Background: an optimization exercise with open tools, aiming at small area, a short achievable clock period and few clock cycles per item. Do not read the settings as production practice.
Function was checked by simulation only, so behaviour that the tests miss may differ from the original.

$ cat flow/design.v
module instr_mem_fetch #(
  parameter int                DATA_W = 16,
  parameter int                ADDR_W = 16,
  parameter int                DEPTH  = 128,
  parameter logic [DATA_W-1:0] NOP    = '0
) (
  input  logic              clk,
  input  logic              rst_n,
  input  logic              ld_start,
  input  logic              ld_valid,
  input  logic [DATA_W-1:0] ld_data,
  input  logic              ld_last,
  output logic              ld_ovf,
  output logic              running,
  input  logic              req_valid,
  input  logic [ADDR_W-1:0] req_addr,
  output logic              req_ready,
  output logic              rsp_valid,
  output logic [DATA_W-1:0] rsp_instr,
  output logic [ADDR_W-1:0] rsp_addr,
  output logic              rsp_err,
  input  logic              rsp_ready
);
  localparam int PTR_W = $clog2(DEPTH + 1);
  localparam int IDX_W = (DEPTH > 1) ? $clog2(DEPTH) : 1;
  localparam logic [PTR_W-1:0]  DEPTH_PTR  = PTR_W'(DEPTH);
  localparam logic [ADDR_W:0]   DEPTH_ADDR = (ADDR_W + 1)'(DEPTH);
  typedef enum logic {
    LOAD = 1'b0,
    RUN  = 1'b1
  } state_t;
  state_t            state_q;
  state_t            state_d;
  logic [PTR_W-1:0]  wptr_q;
  logic [DATA_W-1:0] mem [0:DEPTH-1];
  logic ld_accept;
  logic ld_in_range;
  logic mem_we;
  logic req_in_range;
  logic req_fire;
  always_ff @(posedge clk) begin
    if (!rst_n) state_q <= LOAD;
    else        state_q <= state_d;
  end
  always_comb begin
    state_d = state_q;
    if (ld_start) begin
      state_d = LOAD;
    end else if ((state_q == LOAD) && ld_valid && ld_last) begin
      state_d = RUN;
    end
  end
  assign running = (state_q == RUN);
  assign ld_accept   = (state_q == LOAD) & ld_valid & ~ld_start;
  assign ld_in_range = (wptr_q < DEPTH_PTR);
  assign mem_we      = rst_n & ld_accept & ld_in_range;
  always_ff @(posedge clk) begin
    if (mem_we) mem[wptr_q[IDX_W-1:0]] <= ld_data;
  end
  always_ff @(posedge clk) begin
    if (!rst_n) begin
      wptr_q <= '0;
      ld_ovf <= 1'b0;
    end else if (ld_start) begin
      wptr_q <= '0;
      ld_ovf <= 1'b0;
    end else if (ld_accept) begin
      if (!ld_in_range) ld_ovf <= 1'b1;
      if (wptr_q != DEPTH_PTR) wptr_q <= wptr_q + 1'b1;
    end
  end
  assign req_ready    = running & (~rsp_valid | rsp_ready);
  assign req_fire     = req_valid & req_ready;
  assign req_in_range = ({1'b0, req_addr} < DEPTH_ADDR);
  always_ff @(posedge clk) begin
    if (!rst_n) begin
      rsp_valid <= 1'b0;
      rsp_instr <= NOP;
      rsp_addr  <= '0;
      rsp_err   <= 1'b0;
    end else if (ld_start) begin
      rsp_valid <= 1'b0;
    end else if (req_fire) begin
      rsp_valid <= 1'b1;
      rsp_addr  <= req_addr;
      rsp_err   <= ~req_in_range;
      rsp_instr <= req_in_range ? mem[req_addr[IDX_W-1:0]] : NOP;
    end else if (rsp_ready) begin
      rsp_valid <= 1'b0;
    end
  end
endmodule
$ cat flow/run.sh
#!/bin/bash
# synth_recipe.tcl (not shown) runs the flow's synth.tcl, then flattens the netlist and writes it again
# the make line also repeats each setting of config.mk as NAME=value (left out here)
make -C /OpenROAD-flow-scripts/flow DESIGN_CONFIG=/design/flow/config.mk WORK_HOME=/design/flow/orfs CLKGATE_MAP_FILE= SYNTH_SCRIPT=/design/flow/synth_recipe.tcl finish
$ cat flow/config.mk
export PLATFORM = sky130hd
export DESIGN_NAME = instr_mem_fetch
export DESIGN_NICKNAME = instr_mem_fetch
export VERILOG_FILES = /design/flow/design.v
export SDC_FILE = /design/flow/constraint.sdc
export NUM_CORES = 4
export LEC_CHECK = 0
export CAP_MARGIN = 20
export CORE_MARGIN = 2
export CORE_UTILIZATION = 40
export SLEW_MARGIN = 20
$ cat flow/constraint.sdc
create_clock -name core_clock -period 3.3 [get_ports {clk}]
set_input_delay 0.6600 -clock core_clock [delete_from_list [all_inputs] [get_ports {clk}]]
set_output_delay 0.6600 -clock core_clock [all_outputs]
set_load 0.01 [all_outputs]
==> notes.md <==
[sequential cells by signal, summed over array words and instances (netlist names)]
register / cells
ld_ovf: 1
mem: 2048
rsp_addr: 16
rsp_err: 1
rsp_instr: 16
rsp_valid: 1
state_q: 1
wptr_q: 8
[cells by family (layout without fill, tap and decap cells)]
kind of cell,count (synthesis),in the layout,share of synthesized area (%)
adders and majority gates,2,2,0.0312
and+or+nand+nor,393,393,2.14
muxes,616,616,14.9
DFF,2092,2092,77.8
other,0,3,0
xor gates and xnor gates,5,5,0.0547
AOI/OAI and AO/OA,426,426,3.61
buffers and inverters,219,960,1.42
[how the worst min path moves through the flow]
| stage | to | slack [ns] | cells past startpoint |
|---|---|---|---|
| after global placement | rsp_addr[6] | 0.45 | 2 |
| after CTS | mem[27][10] | 0.19 | 1 |
| after floorplan | rsp_instr[0] | 0.47 | 2 |
| final | mem[24][10] | 0.25 | 1 |
| after global routing | mem[27][10] | 0.23 | 1 |
| after detailed placement | rsp_addr[11] | 0.46 | 2 |
[metal layers]
metal	wire length [microns]	part of all wire [%]	up-vias
met2	97800	47	1436
li1	-	-	16927
met4	8350	4.0	2
met1	89500	43	21760
met5	13	0.0062	-
met3	13300	6.4	282
[placed cells by master, fill, tap and decap left out, types with 16 or more instances in the layout]
cell	count
a21oi_1	100
mux4_2	460
clkinv_2	33
clkbuf_16	208
mux2_2	19
a211oi_1	29
a221oi_1	53
buf_4	347
nor2_1	183
o21ai_0	54
clkbuf_1	63
nor2b_1	16
dfxtp_1	44
buf_12	163
clkinv_1	46
a22oi_1	110
mux2i_1	137
nand2_1	115
clkdlybuf4s50_1	55
a21boi_0	16
edfxtp_1	2048
[synthesized netlist by cell type, types with 16 or more instances]
| cell type | number |
|---|---|
| a22oi_1 | 110 |
| nor2b_1 | 19 |
| buf_1 | 22 |
| nand2_1 | 115 |
| mux2_2 | 19 |
| clkbuf_1 | 89 |
| buf_2 | 52 |
| a221oi_1 | 53 |
| nor2_1 | 184 |
| a21oi_1 | 100 |
| edfxtp_1 | 2048 |
| mux4_2 | 460 |
| buf_4 | 34 |
| a21boi_0 | 16 |
| a211oi_1 | 29 |
| mux2i_1 | 137 |
| dfxtp_1 | 44 |
| o21ai_0 | 54 |
[power by group through the flow]
| stage | registers (mW) | clock network, mW | logic (mW) |
|---|---|---|---|
| after floorplan | 29.7 | 0 | 1.26 |
| after global placement | 29.7 | 0 | 2.74 |
| after detailed placement | 29.7 | 0 | 2.77 |
| after CTS | 29.2 | 22.8 | 2.78 |
| after global routing | 29.1 | 23.8 | 2.91 |
| final | 29.2 | 22.3 | 2.75 |
[worst max-delay path: stages]
cell     delay [ns]
buf_8          0.22
buf_12         0.22
buf_12         0.25
buf_12         0.20
buf_4          0.22
mux4_2         0.54
a22oi_1        0.24
a21oi_1        0.10
nor4_1         0.80
o21ai_1        0.15
[stage by stage]
step	area, sq um	util, %	setup slack (ns)
floorplan	80100	-	0.299
global placement	88800	44.5	-1.53
detailed placement	88900	44.6	-0.716
CTS	95300	47.8	0.207
global route	95300	47.8	0.178
finish	95300	47.8	0.240
[final cells by class]
cell class / count / area [sq um]
Timing Repair Buffer: 568 / 6450
Antenna cell: 3 / 7.51
Sequential cell: 2092 / 62400
Multi-Input combinational cell: 1442 / 16700
Inverter: 8 / 31.3
Clock inverter: 104 / 841
Tap cell: 2656 / 3320
Clock buffer: 280 / 5570
Fill cell: 16256 / 104000
==> results.py <==
metrics = {
    "sta": {
        "fmax_mhz": 327,
        "grt_setup_unrepaired": "false",
        "period_share_pct": 92.7,
        "fin_setup_tns_ns": 0,
        "setup_viol": 0,
        "slew_viol_final": 0,
        "finalHoldViolations": 0,
        "slew_headroom_pct": 25.0,
        "tightest_slew_ns": 1.13,
        "layout_min_cycle_time_ns": 3.06,
        "clock_skew_ns": 0.0311,
        "holdWs_ns": 0.247,
    },
    "min_path": {
        "min_from": "ld_data[10]",
        "hold_class": "primary input to flop",
    },
    "global_route": {
        "met2_usage_pct": 31.5,
        "grt_use_met1_pct": 29.4,
        "busiest_layer": "met2",
        "grt_first_pass_wirelength_microns": 299000,
        "antenna_found_initial": 8,
        "grt_overflow": 0,
        "grt_use_met3_pct": 3.20,
        "grt.total_usage_pct": 20.4,
        "grt_start_max_net_pins": 81,
        "grt_pass1_vias": 40503,
    },
    "synthesis": {
        "postSynthAreaPerCell_sq_um": 21.4,
        "synth_edf_count": 2048,
        "synth.area.top_cells": "edfxtp_1 (77%), mux4_2 (13%), mux2i_1 (1.7%)",
        "synth_top_area_cell": "edfxtp_1",
        "synthFlopType": "edfxtp_1",
        "synth-async-reset-ratio_pct": 0,
        "synth_top_area_share_pct": 76.7,
        "synth-seq-cells": 2092,
        "postSynthCellCount": 3753,
        "ys_seq_area_share_pct": 77.8,
        "synth.cell_area_sq_um": 80100,
        "syn_nets": 3794,
        "yosysWarningCount": 1,
        "yosysUniqueCellTypes": 57,
    },
    "power_and_ir_drop": {
        "combPwrFrac_pct": 5.1,
        "p_sw_mw": 11.6,
        "power_density_nw_per_um2": 570,
        "clkPwrFrac_pct": 41.2,
        "leakage_nw": 30.3,
        "intPower_mw": 42.6,
        "p_seq_share_pct": 53.7,
        "p_total_mw": 54.3,
        "switching_share_pct": 21.4,
        "ir_drop_v": 0.000539,
    },
    "critical_path": {
        "reg2regPathDepth": 7,
        "critPathKind": "primary input to flop",
        "setup.reg_to_reg.worst_slack_ns": 0.70,
        "reg2reg_from": "mem[118][14]",
        "arrival_ns": 3.77,
        "endpoint": "rsp_instr[14]",
        "required_ns": 4.01,
        "critPathMaxFanout": 29,
        "timing.rr.end": "rsp_instr[14]",
        "endpoint_kind": "flop",
        "worstSetupStartpoint": "req_addr[0]",
        "cp-start-kind": "primary input",
    },
    "clock_tree": {
        "cts-buffers-inserted": 207,
        "cts-htree-levels": 4,
        "clkTransAtPathRegs_ns": 0.06,
        "cts_tree": "built",
        "insertion_delay_ns": 0.86,
        "cts_resized": 0,
        "clkSinkCount": 2092,
        "cts-root-buf": "clkbuf_16",
        "cts_hold_buf": 0,
        "cts_setup_buffers": 0,
        "clk_path_buf_depth": 3,
    },
    "drt": {
        "ant_nets": 0,
        "drt_iter0_markers": 4413,
        "viasPerCell": 5.65,
        "drc": 0,
        "drt_pass1_iterations": 7,
        "vias": 40407,
        "drt_wl_total_microns": 209000,
        "wl_per_cell_microns": 29.2,
    },
    "finish": {
        "syn2layout_area_growth_pct": 18.9,
        "final_cells": 7153,
        "layout-drive-gt1-share_pct": 28.5,
        "fin_nets": 4360,
    },
    "floorplan": {
        "io_pins": 76,
        "num_rows": 164,
        "design.core.area_sq_um": 199000,
        "dieArea_sq_um": 204000,
        "dieWidth_microns": 452,
        "start_util_pct": 40.2,
        "die_y_microns": 452,
    },
    "place": {
        "io_buffers": 75,
        "dpl.hpwl_microns": 136000,
        "dp_cells": 6766,
        "gp_congestion": 0.871,
    },
    "run": {
        "drv_cap": 0,
    },
    "run_status": {
        "status": "finished clean",
    },
}
Testbench counts, summed over its fixed seeds: cycles 29,192, items 24,000.

==> port drivers added, routing unchanged <==
The flow's constraints put no driver on any port. The routed layout listed below was extracted and timed again, unchanged, in two steps.
Step 1 sets driving cells, clkbuf_16 on the clock port and buf_2 on the other inputs (assumed; they add their load-dependent delay and slew).
Step 2 also shifts input and output timing later by t, the mid clock arrival at the registers, as if the neighbouring blocks saw the same clock.
Slacks: no drivers / after step 1 / after step 2; pairs: no drivers / after step 1.
t, ns: 0.934
slack for setup (ns): 0.240 / 0.234 / -0.653
hold slack, ns: 0.247 / 0.179 / 0.463
latest minus earliest clock arrival (ns): 0.033 / 0.032
pins driven straight from the clock port: 1
With both steps, setup timing fails in this run, where it was met with ideal ports. The setup slack of this run moves by -0.006 ns with the drivers and by -0.893 ns with both steps.
